From an optimization exercise on the open Yosys and OpenROAD flow, aimed at small area and a short achievable clock period; shortcuts taken in it are not production practice. Only simulation tests tie the RTL to the original design; equivalence was not proved.

## flow/run.sh

```bash
#!/bin/bash
# synth_recipe.tcl (not shown) runs the flow's synth.tcl, then flattens the netlist and writes it again
# the make line also repeats each setting of config.mk as NAME=value (left out here)
make -C /OpenROAD-flow-scripts/flow DESIGN_CONFIG=/design/flow/config.mk WORK_HOME=/design/flow/orfs CLKGATE_MAP_FILE= SYNTH_SCRIPT=/design/flow/synth_recipe.tcl finish
```

## flow/config.mk

```make
export PLATFORM = sky130hd
export DESIGN_NAME = alu_19bit
export DESIGN_NICKNAME = alu_19bit
export VERILOG_FILES = /design/flow/design.v
export SDC_FILE = /design/flow/constraint.sdc
export NUM_CORES = 4
export LEC_CHECK = 0
export CAP_MARGIN = 20
export CORE_MARGIN = 2
export CORE_UTILIZATION = 40
export SLEW_MARGIN = 20
```

## flow/constraint.sdc

```tcl
create_clock -name core_clock -period 50.0 [get_ports {clk}]
set_input_delay 10.0000 -clock core_clock [delete_from_list [all_inputs] [get_ports {clk}]]
set_output_delay 10.0000 -clock core_clock [all_outputs]
set_load 0.01 [all_outputs]
```

## flow/design.v

```verilog
`timescale 1ns/1ps
package alu19_pkg;
    localparam int          W       = 19;
    localparam logic [18:0] SMAX    = 19'h3FFFF;
    localparam logic [18:0] SMIN    = 19'h40000;
    localparam logic [18:0] ENC_KEY = 19'h0C6FE;
    localparam int          ENC_ROT = 3;
    typedef enum logic [3:0] {
        OP_NONE,
        OP_ADD,
        OP_SUB,
        OP_MUL,
        OP_DIV,
        OP_AND,
        OP_OR,
        OP_XOR,
        OP_NOT,
        OP_INC,
        OP_DEC,
        OP_FFT,
        OP_ENC,
        OP_DNC,
        OP_TNF
    } op_e;
    function automatic logic [W-1:0] bit_reverse(input logic [W-1:0] x);
        logic [W-1:0] r;
        for (int i = 0; i < W; i++) begin
            r[i] = x[W-1-i];
        end
        bit_reverse = r;
    endfunction
    function automatic logic [W-1:0] rotl(input logic [W-1:0] x);
        rotl = (x << ENC_ROT) | (x >> (W - ENC_ROT));
    endfunction
    function automatic logic [W-1:0] rotr(input logic [W-1:0] x);
        rotr = (x >> ENC_ROT) | (x << (W - ENC_ROT));
    endfunction
endpackage
`timescale 1ns/1ps
module alu19_sdiv (
    input  logic [alu19_pkg::W-1:0] dividend,
    input  logic [alu19_pkg::W-1:0] divisor,
    output logic [alu19_pkg::W-1:0] quotient,
    output logic         ovf
);
    logic [alu19_pkg::W-1:0] abs_a;
    logic [alu19_pkg::W-1:0] abs_b;
    logic [alu19_pkg::W-1:0] safe_b;
    logic [alu19_pkg::W-1:0] q_mag;
    logic         q_neg;
    logic         div_zero;
    assign abs_a    = dividend[alu19_pkg::W-1] ? (~dividend + 1'b1) : dividend;
    assign abs_b    = divisor[alu19_pkg::W-1]  ? (~divisor + 1'b1)  : divisor;
    assign div_zero = (divisor == '0);
    assign safe_b   = div_zero ? {{(alu19_pkg::W-1){1'b0}}, 1'b1} : abs_b;
    assign q_mag    = abs_a / safe_b;
    assign q_neg    = dividend[alu19_pkg::W-1] ^ divisor[alu19_pkg::W-1];
    always_comb begin
        quotient = q_neg ? (~q_mag + 1'b1) : q_mag;
        ovf      = 1'b0;
        if (div_zero) begin
            quotient = 19'h7FFFF;
            ovf      = 1'b1;
        end else if (dividend == alu19_pkg::SMIN && divisor == 19'h7FFFF) begin
            quotient = alu19_pkg::SMIN;
            ovf      = 1'b1;
        end
    end
endmodule
`timescale 1ns/1ps
module alu_19bit (
    input  logic          clk,
    input  logic          rst_n,
    input  logic [alu19_pkg::W-1:0]  AC,
    input  logic [alu19_pkg::W-1:0]  DR,
    input  logic          ADD,
    input  logic          SUB,
    input  logic          MUL,
    input  logic          DIV,
    input  logic          AND,
    input  logic          OR,
    input  logic          XOR,
    input  logic          NOT,
    input  logic          INC,
    input  logic          DEC,
    input  logic          FFT,
    input  logic          ENC,
    input  logic          DNC,
    input  logic          TNF,
    output logic [alu19_pkg::W-1:0]  ALU_OP,
    output logic          OVF_FLAG
);
    alu19_pkg::op_e                   op_sel;
    logic [alu19_pkg::W-1:0]          sum;
    logic [alu19_pkg::W-1:0]          diff;
    logic signed [2*alu19_pkg::W-1:0] prod;
    logic [alu19_pkg::W-1:0]          div_q;
    logic                  div_ovf;
    logic                  mul_ovf;
    logic [alu19_pkg::W-1:0]          next_op;
    logic                  next_ovf;
    assign sum     = AC + DR;
    assign diff    = AC - DR;
    assign prod    = $signed(AC) * $signed(DR);
    assign mul_ovf = (prod != {{alu19_pkg::W{prod[alu19_pkg::W-1]}}, prod[alu19_pkg::W-1:0]});
    alu19_sdiv u_sdiv (
        .dividend (AC),
        .divisor  (DR),
        .quotient (div_q),
        .ovf      (div_ovf)
    );
    always_comb begin
        op_sel = alu19_pkg::OP_NONE;
        if      (ADD) op_sel = alu19_pkg::OP_ADD;
        else if (SUB) op_sel = alu19_pkg::OP_SUB;
        else if (MUL) op_sel = alu19_pkg::OP_MUL;
        else if (DIV) op_sel = alu19_pkg::OP_DIV;
        else if (AND) op_sel = alu19_pkg::OP_AND;
        else if (OR)  op_sel = alu19_pkg::OP_OR;
        else if (XOR) op_sel = alu19_pkg::OP_XOR;
        else if (NOT) op_sel = alu19_pkg::OP_NOT;
        else if (INC) op_sel = alu19_pkg::OP_INC;
        else if (DEC) op_sel = alu19_pkg::OP_DEC;
        else if (FFT) op_sel = alu19_pkg::OP_FFT;
        else if (ENC) op_sel = alu19_pkg::OP_ENC;
        else if (DNC) op_sel = alu19_pkg::OP_DNC;
        else if (TNF) op_sel = alu19_pkg::OP_TNF;
    end
    always_comb begin
        next_op  = '0;
        next_ovf = 1'b0;
        case (op_sel)
            alu19_pkg::OP_ADD: begin
                next_op  = sum;
                next_ovf = (AC[alu19_pkg::W-1] == DR[alu19_pkg::W-1]) && (sum[alu19_pkg::W-1] != AC[alu19_pkg::W-1]);
            end
            alu19_pkg::OP_SUB: begin
                next_op  = diff;
                next_ovf = (AC[alu19_pkg::W-1] != DR[alu19_pkg::W-1]) && (diff[alu19_pkg::W-1] != AC[alu19_pkg::W-1]);
            end
            alu19_pkg::OP_MUL: begin
                next_op  = prod[alu19_pkg::W-1:0];
                next_ovf = mul_ovf;
            end
            alu19_pkg::OP_DIV: begin
                next_op  = div_q;
                next_ovf = div_ovf;
            end
            alu19_pkg::OP_AND: next_op = AC & DR;
            alu19_pkg::OP_OR:  next_op = AC | DR;
            alu19_pkg::OP_XOR: next_op = AC ^ DR;
            alu19_pkg::OP_NOT: next_op = ~AC;
            alu19_pkg::OP_INC: begin
                next_op  = AC + 1'b1;
                next_ovf = (AC == alu19_pkg::SMAX);
            end
            alu19_pkg::OP_DEC: begin
                next_op  = AC - 1'b1;
                next_ovf = (AC == alu19_pkg::SMIN);
            end
            alu19_pkg::OP_FFT: next_op = alu19_pkg::bit_reverse(AC);
            alu19_pkg::OP_ENC: next_op = alu19_pkg::rotl(AC) ^ alu19_pkg::ENC_KEY;
            alu19_pkg::OP_DNC: next_op = alu19_pkg::rotr(AC ^ alu19_pkg::ENC_KEY);
            alu19_pkg::OP_TNF: begin
                next_op  = ~AC + 1'b1;
                next_ovf = (AC == alu19_pkg::SMIN);
            end
            default: begin
                next_op  = '0;
                next_ovf = 1'b0;
            end
        endcase
    end
    always_ff @(posedge clk or negedge rst_n) begin
        if (!rst_n) begin
            ALU_OP   <= '0;
            OVF_FLAG <= 1'b0;
        end else begin
            ALU_OP   <= next_op;
            OVF_FLAG <= next_ovf;
        end
    end
endmodule
```

==> results.py <==
metrics = {
    "clock_tree": {
        "htree_levels": 1,
        "cts_sinks": 20,
        "cts_tree": "done",
        "holdBufCountCts": 0,
        "numCtsBuffers": 3,
        "cts.clk_slew.worst_paths_ns": 0.07,
        "clockBufferDepth": 2,
        "root_buffer": "clkbuf_16",
    },
    "logic_synthesis": {
        "synth_commonest_cells": "526 x inv_1, 405 x nor2_1, 385 x ha_1",
        "ys_top_cells_by_area": "fa_1 26%, ha_1 17%, inv_1 6.8%, nor2_1 5.3%, xnor2_1 4.9%",
        "yosys_warnings": 2,
        "synth_top_area_cell": "fa_1",
        "synth_ff_type": "dfrtp_1",
        "ys_ff_latch": 20,
        "seq_area_frac_synth": 0.01735,
        "yosysMostFrequentCell": "inv_1",
        "synth-edff-count": 0,
        "syn_area_per_cell_um2": 7.738,
        "syn_inst": 3728,
        "synth.distinct_cells": 90,
        "syn_area_um2": 28850,
        "synth_top_area_share": 0.2581,
        "ys_async_sr_fraction": 1.000,
        "synth_nets": 4539,
    },
    "sta": {
        "post-route-period-util": 0.9557,
        "holdWs_ns": 10.10,
        "timing.fmax_mhz": 20.93,
        "drv_slew": 0,
        "worstMarginPinSlew_ns": 1.062,
        "slew_headroom": 0.2871,
        "fin_crit_ns": 47.78,
        "finalSetupTns_ns": 0,
        "final_hold_viol_count": 0,
        "setup_violations": 0,
    },
    "run": {
        "maxCapViolCount": 0,
    },
    "worst_hold_path": {
        "hp-class": "primary input to asynchronous set/reset pin",
    },
    "cells_and_area": {
        "postLayoutCoreUtil": 0.4480,
        "n_antenna_cell": 0,
        "multi_input_area_um2": 26090,
        "fillers": 7256,
        "drive_gt1_frac": 0.09022,
        "layout.nets": 4647,
        "area_delta_synth_final_pct": 11.02,
        "final-seq-area_um2": 500.5,
    },
    "worst_setup_path": {
        "crit_family": "compound AO/OA/AOI/OAI gates",
        "criticalPathCategory": "primary input to register",
        "required_ns": 50.12,
        "worstPathArrival_ns": 47.91,
        "worstSetupStartpointType": "primary input",
        "cpMostUsedCell": "ha_1",
        "critPathMaxStageDelay_ns": 0.62,
        "cp_slowest_cell": "or4b_2",
        "startpoint": "DR[1]",
        "worst-path-max-fanout": 21,
        "endpoint_kind": "register",
        "crit_buf_inv": 12,
    },
    "outcome": {
        "status": "complete, no violations",
    },
    "floorplan": {
        "die_h_um": 272.6,
        "num_rows": 98,
        "core-area_um2": 71490,
        "initial_core_util": 0.4036,
        "ioPinCount": 74,
        "fp.dieW_um": 272.6,
        "die-area_um2": 74290,
    },
    "global_route": {
        "grt_pass1_vias": 27890,
        "grt_pass1_wl_um": 166800,
        "overflow": 0,
        "grt_usage": 0.2888,
        "grt_max_degree": 34,
        "antenna_found_initial": 4,
    },
    "route": {
        "routedWlPerCell_um": 22.55,
        "dr_total_vias": 28310,
        "drt-pass1-iter-count": 8,
        "antenna_left": 0,
        "wirelength_um": 107900,
        "drc": 0,
        "drt_first_iter_violations": 2867,
        "vias_per_cell": 5.916,
    },
    "placement": {
        "gp_congestion": 1.034,
        "port-buffer-count": 73,
        "hpwl_um": 86400,
    },
}
[final cells by class]
type                       instances  share of cell area
tap                              950             0.03711
multi-input combinational       3016              0.8145
sequential                        20             0.01563
inverter                         535             0.06270
timing repair buffer             260             0.06727
clock buffer                       4            0.002774
[layout by cell type, fill, tap and decap left out, types with 29 or more instances in the layout]
master           instances
nor3_1                  97
mux2_2                  42
nor2_1                 401
a21oi_1                186
buf_4                  184
nor2b_1                 29
o21ai_0                129
ha_1                   384
o21a_1                  69
inv_1                  526
fa_1                   372
a21o_1                  69
nand3_1                 59
nand2_1                340
nand4_1                 40
xor2_1                  56
clkdlybuf4s50_1         73
o211ai_1                30
xnor2_1                156
[registers in the layout, summed over array words and instances (netlist names)]
signal,flops
OVF_FLAG,1
ALU_OP,19
[timing repair]
item                                    CTS  global route
cloned                                    0             1
pin swaps                                 0            10
buffers inserted                          0            14
endpoints found under the setup margin   18            19
gates resized for setup                   8            55
[worst max path at each step]
stage / endpoint / cells after the start
floorplan: ALU_OP[16] / 176
global placement: ALU_OP[16] / 162
detailed placement: ALU_OP[16] / 168
CTS: ALU_OP[16] / 168
global route: ALU_OP[8] / 171
finish: ALU_OP[15] / 162
[metrics by stage]
stage	instances	setup slack, ns	area, um^2
5_1_grt	4785	-0.2094	32030
6_report	4785	2.216	32030
3_5_place_dp	4766	-0.9712	31550
2_1_floorplan	3728	0.1680	28850
4_1_cts	4770	0.08874	31660
3_3_place_gp	4766	-0.03895	31550
[layer usage]
layer / global-route usage / part of all wire
met4: 0.1173 / 0.053
met1: 0.3994 / 0.43
met5: 0 / 0.00044
met2: 0.4439 / 0.43
met3: 0.05298 / 0.094
[kinds of logic after synthesis]
kind of cell,Yosys count,synth area share
muxes,61,0.02351
adders and majority gates,757,0.4251
AOI/OAI and AO/OA,811,0.1911
buffers and inverters,693,0.09064
DFF,20,0.01735
xor gates and xnor gates,216,0.06558
and+or+nand+nor,1170,0.1867

-- separate check: timing with driven ports --
No port has a modelled driver above. Below, the same layout with a new extraction and two added sets of constraints. Step 1, drivers: a clkbuf_16 drives clk and a buf_2 each remaining input, both assumed. Step 2 moves the port delays by t, midway between the first and last clock arrival at a register: inputs arrive t later, outputs are due t later. That takes back most of the time a late clock gives input paths. Slacks: ideal / step 1 / step 2; pairs: ideal / step 1.
t (ns): 0.302
setup WS [ns]: 2.216 / 2.236 / 1.933
hold slack, ns: 10.100 / 10.085 / 10.387
latest minus earliest clock arrival (ns): 0.002 / 0.003
After both steps this run still meets setup and hold. The setup slack of this run moves by +0.020 ns with the drivers and by -0.283 ns with both steps.
